What follows belongs to an exercise in optimizing a design on an open flow for small area; a production flow would make more cautious choices.
The RTL was checked by simulation tests, not by an equivalence proof against the original design.
Power figures rest on the tool's default switching activity, not on a simulated workload.

== sierra ==
==> flow/design.v <==
package ww_pkg;
	localparam int WORD_W = 16;
	localparam int ADDR_W = 11;
	localparam int MEM_WORDS = 32;
	localparam int FF_WORDS = 5;	 
endpackage
`timescale 1ns/1ps
module ww_storage (
	input logic clk,
	input logic reset,
	input logic [4:0] sel,	 
	input logic we,	 
	input logic [1:0] wd,
	output logic [1:0] rd	 
);
	logic [63:0] heads;
	for (genvar w = 0; w < 5; w++) begin : g_ff
		logic [15:0] q;
		always_ff @(posedge clk or negedge reset) begin
			if (!reset) begin
				q <= '0;
			end else begin
				q <= {(we && sel == 5'(w)) ? wd : q[1:0], q[15:2]};
			end
		end
		assign heads[2*w +: 2] = q[1:0];
	end
	for (genvar w = 5; w < 32; w++) begin : g_tg
		logic [15:0] q;
		always_ff @(posedge clk) begin
			q <= {(we && reset && sel == 5'(w)) ? wd : q[1:0], q[15:2]};
		end
		assign heads[2*w +: 2] = q[1:0];
	end
	assign rd = heads[2*sel +: 2];
endmodule
`timescale 1ns/1ps
module ww_top (
	input logic clk,
	input logic reset,
	input logic psel,
	input logic penable,
	input logic pwrite,
	input logic [7:0] paddr,
	input logic [15:0] pwdata,
	output logic [15:0] prdata,
	output logic pready,
	output logic pslverr
);
	localparam logic [2:0] S_IDLE = 3'd0;
	localparam logic [2:0] S_ALIGN = 3'd1;	 
	localparam logic [2:0] S_FETCH = 3'd2;
	localparam logic [2:0] S_EXEC = 3'd3;
	localparam logic [2:0] S_CLEAN = 3'd4;	 
	localparam logic [2:0] S_PAD = 3'd5;	 
	logic [2:0] phi;	 
	logic [2:0] phi_n;
	logic [2:0] state;
	logic [2:0] pad_phi;
	logic running;
	logic alarm;
	logic [10:0] pc;
	logic [10:0] ctrl;	 
	logic [15:0] ir;	 
	logic [15:0] ac;	 
	logic pinc;	 
	logic acsign;	 
	logic car;
	logic icar;
	logic ones;
	logic [3:0] cnt;	 
	logic fetch;
	logic exec;
	logic last;
	logic first;
	assign phi_n = phi + 3'd1;
	always_ff @(posedge clk) begin
		phi <= phi_n;
	end
	assign running = state != S_IDLE;
	assign fetch = state == S_FETCH;
	assign exec = state == S_EXEC;
	assign first = phi == 3'd0;
	assign last = phi == 3'd7;
	logic access;
	logic is_mem;
	logic is_ctrl;
	logic is_stat;
	logic is_ac;
	logic is_pc;
	logic is_ro;
	logic err;
	logic need_wait;
	logic stream;
	logic start;
	assign access = psel && penable;
	assign is_mem = paddr[7] && (paddr[1:0] == 2'b00);
	assign is_ctrl = paddr == 8'h00;
	assign is_stat = paddr == 8'h04;
	assign is_ac = paddr == 8'h08;
	assign is_pc = paddr == 8'h0C;
	assign is_ro = is_stat || is_ac || is_pc;
	assign err = !(is_mem || is_ctrl || is_ro) ||
		(pwrite && is_ro) ||
		(pwrite && running && (is_ctrl || is_mem));
	assign need_wait = !running && !err && (is_mem || (is_ac && !pwrite));
	assign pready = !need_wait || cnt[3];
	assign pslverr = access && err;
	assign stream = access && need_wait;
	assign start = access && pwrite && !err && is_ctrl;
	always_ff @(posedge clk) begin
		if (access) begin
			cnt <= cnt + {3'b0, !cnt[3]};
		end else begin
			cnt <= '0;
		end
	end
	always_comb begin
		if (paddr[7]) begin
			prdata = ir;
		end else begin
			case (paddr[3:2])
				2'd0: prdata = {5'b0, ctrl};
				2'd1: prdata = {14'b0, alarm, running};
				2'd2: prdata = ir;
				default: prdata = {5'b0, pc};
			endcase
		end
	end
	logic [10:0] maddr;
	logic in_range;
	logic [4:0] sel;
	logic [1:0] head;
	logic [1:0] rd;
	logic mem_we;
	logic [1:0] wd;
	logic m_we;
	logic [1:0] m_wd;
	assign maddr = fetch ? pc : ir[10:0];
	assign in_range = !running || (maddr[10:5] == 6'h3f);
	assign sel = running ? maddr[4:0] : paddr[6:2];
	assign rd = in_range ? head : 2'b00;
	assign m_we = exec && !ir[15] && in_range && (ir[4:0] < 5'd5);
	assign m_wd[0] = (ir[11] && phi >= 3'd6) ? rd[0] : ac[0];
	assign m_wd[1] = (ir[11] && phi >= 3'd5) ? rd[1] : ac[1];
	assign mem_we = m_we || (stream && pwrite);
	assign wd = running ? m_wd : pwdata[2*phi +: 2];
	ww_storage u_storage (
		.clk(clk),
		.reset(reset),
		.sel(sel),
		.we(mem_we),
		.wd(wd),
		.rd(head)
	);
	logic ir_cap;
	logic [1:0] ir_src;
	assign ir_cap = fetch || (stream && !pwrite);
	assign ir_src = (!running && !paddr[7]) ? ac[1:0] : rd;
	for (genvar d = 0; d < 8; d++) begin : g_ir
		always_ff @(posedge clk) begin
			if (ir_cap && phi == 3'(d)) begin
				ir[2*d +: 2] <= ir_src;
			end
		end
	end
	logic [4:0] opf;
	logic f_exec;
	logic f_jump;
	logic f_go;
	assign opf = {rd, ir[13:11]};
	assign f_exec = (opf[4:2] == 3'b100) || (opf[4:1] == 4'b0100);
	assign f_jump = (opf[4:1] == 4'b0111) && (opf[0] || acsign);
	assign f_go = f_exec || (opf[4:1] == 4'b0111);
	logic norm;
	logic ic;
	logic [1:0] ac_t;
	logic ic_n;
	logic [1:0] b;
	logic [2:0] s;
	logic arith;
	logic is_add;
	logic res15;
	logic ovf;
	logic [1:0] ac_in;
	assign norm = fetch || (state == S_CLEAN);
	assign ic = first ? pinc : icar;
	assign ac_t[0] = ac[0] ^ ic;
	assign ac_t[1] = ac[1] ^ (ac[0] & ic);
	assign ic_n = ac[1] & ac[0] & ic;
	assign arith = ir[15];
	assign is_add = ir[12];
	assign b = rd ^ {2{ir[11]}};	 
	assign s = {1'b0, ac[1:0]} + {1'b0, b} + {2'b0, !first && car};
	assign res15 = s[1] ^ (s[2] && ones && s[0]);
	assign ovf = (ac[1] == b[1]) && (res15 != ac[1]);
	always_comb begin
		if (exec && arith) begin
			ac_in = is_add ? s[1:0] : b;
		end else if (norm) begin
			ac_in = ac_t;
		end else begin
			ac_in = ac[1:0];
		end
	end
	always_ff @(posedge clk) begin
		car <= s[2];
		icar <= ic_n;
		ones <= (first || ones) && s[0] && s[1];
	end
	always_ff @(posedge clk or negedge reset) begin
		if (!reset) begin
			ac <= '0;
			pinc <= 1'b0;
			acsign <= 1'b0;
		end else begin
			ac <= {ac_in, ac[15:2]};
			if (last && (norm || exec)) begin
				pinc <= exec && arith && is_add && s[2];
			end
			if (last && exec && arith) begin
				acsign <= is_add ? res15 : b[1];
			end
		end
	end
	always_ff @(posedge clk) begin
		if (start) begin
			pad_phi <= phi_n;
		end
	end
	always_ff @(posedge clk or negedge reset) begin
		if (!reset) begin
			state <= S_IDLE;
			alarm <= 1'b0;
			pc <= '0;
			ctrl <= '0;
		end else begin
			case (state)
				S_IDLE: begin
					if (start) begin
						state <= S_ALIGN;
						alarm <= 1'b0;
						pc <= pwdata[10:0];
						ctrl <= pwdata[10:0];
					end
				end
				S_ALIGN: begin
					if (last) begin
						state <= S_FETCH;
					end
				end
				S_FETCH: begin
					if (last) begin
						pc <= f_jump ? ir[10:0] : pc + 11'd1;
						state <= f_exec ? S_EXEC : (f_go ? S_FETCH : S_PAD);
					end
				end
				S_EXEC: begin
					if (last) begin
						if (arith && is_add && ovf) begin
							alarm <= 1'b1;
							state <= S_CLEAN;
						end else begin
							state <= S_FETCH;
						end
					end
				end
				S_CLEAN: begin
					if (last) begin
						state <= S_PAD;
					end
				end
				default: begin
					if (phi == pad_phi) begin
						state <= S_IDLE;
					end
				end
			endcase
		end
	end
endmodule
==> flow/config.mk <==
export PLATFORM = sky130hd
export DESIGN_NAME = ww_top
export DESIGN_NICKNAME = ww_top
export VERILOG_FILES = /design/flow/design.v
export SDC_FILE = /design/flow/constraint.sdc
export NUM_CORES = 4
export LEC_CHECK = 0
export CAP_MARGIN = 20
export CORE_MARGIN = 2
export CORE_UTILIZATION = 40
export SLEW_MARGIN = 20
==> flow/constraint.sdc <==
create_clock -name core_clock -period 9.0 [get_ports {clk}]
set_input_delay 1.8000 -clock core_clock [delete_from_list [all_inputs] [get_ports {clk}]]
set_output_delay 1.8000 -clock core_clock [all_outputs]
set_load 0.01 [all_outputs]
standard.sh (not shown) runs the stock make flow with config.mk's settings and CLKGATE_MAP_FILE= SYNTH_SCRIPT=/design/flow/synth_recipe.tcl, a recipe that flattens the netlist after the stock synthesis.
==> flow/flow/run.sh <==
#!/bin/bash
# Layout flow: the standard ORFS flow (standard.sh, unchanged synthesis),
# with two knobs changed:
#  - port buffers use the smallest buffer cell instead of the default choice;
#  - clock tree synthesis clusters sinks into smaller groups driven by
#    clkbuf_8 cells and inserts no dummy loads.
# make's full output goes to flow_make.log here; ORFS's per-step logs are
# under orfs/logs/.
set -euo pipefail
CTS="-sink_clustering_enable -repair_clock_nets -dont_use_dummy_load"
CTS="$CTS -buf_list sky130_fd_sc_hd__clkbuf_8"
CTS="$CTS -sink_clustering_size 20 -sink_clustering_max_diameter 50"
bash standard.sh \
	"BUFFER_PORTS_ARGS=-buffer_cell sky130_fd_sc_hd__buf_1" \
	"CTS_ARGS=$CTS" \
	finish > flow_make.log 2>&1
> inputs changed (sierra -> quartz)
Settings: CTS_BUF_LIST now sky130_fd_sc_hd__clkbuf_4, previously not set.
==> flow/run.sh (new file) <==
#!/bin/bash
# synth_recipe.tcl (not shown) runs the flow's synth.tcl, then flattens the netlist and writes it again
# the make line also repeats each setting of config.mk as NAME=value (left out here)
make -C /OpenROAD-flow-scripts/flow DESIGN_CONFIG=/design/flow/config.mk WORK_HOME=/design/flow/orfs CLKGATE_MAP_FILE= SYNTH_SCRIPT=/design/flow/synth_recipe.tcl finish
removed: flow/flow/run.sh
removed: flow/standard.sh
The final reports for quartz and sierra show worst setup slack higher in the former. First-pass GRT wire length went up by a little under 10% going from sierra to quartz. Between sierra and quartz, fmax is higher for quartz, sierra comes in under that.
Modified inputs, raven compared to quartz
Settings: CORE_UTILIZATION: 40 -> 70; CTS_BUF_LIST: sky130_fd_sc_hd__clkbuf_4 -> sky130_fd_sc_hd__clkbuf_8; CTS_CLUSTER_SIZE: unset -> 30.
- Every run in the comparison, quartz and raven, completed the flow with a clean layout.
- raven ended up with a lower x dimension of the die than quartz did.
- raven vs quartz — final-stage net count dropped 60.
- Compare quartz and raven | post-route cell area higher: quartz
- When the final numbers for quartz and raven were put side by side, the power dissipated by switching net loads turned out to be greater in raven.
- Hold slack: raven higher than quartz
- Placed wire-length estimate, quartz and raven: larger value in raven
- The smallest setup slack after layout of raven was inferior to that of quartz.
- Side by side, source-to-sink clock delay at the later pin of the worst-skew pair turned out lower in raven than in quartz.
- First-pass GRT wire length, quartz and raven: lower on quartz
- For the antenna cell count, raven came in 2 lower than quartz did.
The inputs of maple differ from those of raven as listed below.
Settings: CTS_BUF_LIST: sky130_fd_sc_hd__clkbuf_8 -> unset; CTS_CLUSTER_SIZE: 30 -> unset; CORE_UTILIZATION: 70 -> 40.
Findings:
Aggregate global-route resource usage was higher in raven than in maple. Going from raven to maple, area of the core shows an increase of 78%; non-clock buffer count +3. [maple vs raven] clock skew: lower in maple. Min worst hold slack across raven and maple: raven. Headroom to the max-slew limit for maple is higher than for raven. Going from raven to maple, total power grows by about 5%. Fraction of standard cell area in multi-input logic: maple lower than raven. Sequential share of layout area in maple is 1.6 points lower than in raven. STATUS total number of vias: maple wins against raven.

re-timing with driven ports:
The flow's constraints put no driver on any port. The routed layouts listed below were extracted and timed again, unchanged, in two steps. Step 1 assumes that a clkbuf_16 drives the clock port and a buf_2 every other input. Step 2 also shifts input and output timing later by t, the mid clock arrival at the registers, as if the neighbouring blocks saw the same clock. Slacks: ideal / step 1 / step 2; pairs: ideal / step 1.
run	t, ns	setup slack, ns	worst register clock-pin slew, ns
sierra	0.631	2.725 / 2.736 / 2.105	0.11 / 0.11
quartz	0.819	2.755 / 2.766 / 1.948	0.08 / 0.08
raven	0.661	2.364 / 2.376 / 1.716	0.08 / 0.08
maple	0.615	2.546 / 2.562 / 1.947	0.07 / 0.07
After both steps every run listed still meets setup and hold. The setup slack of quartz, which loses most, moves by +0.011 ns with the drivers and by -0.807 ns with both steps.
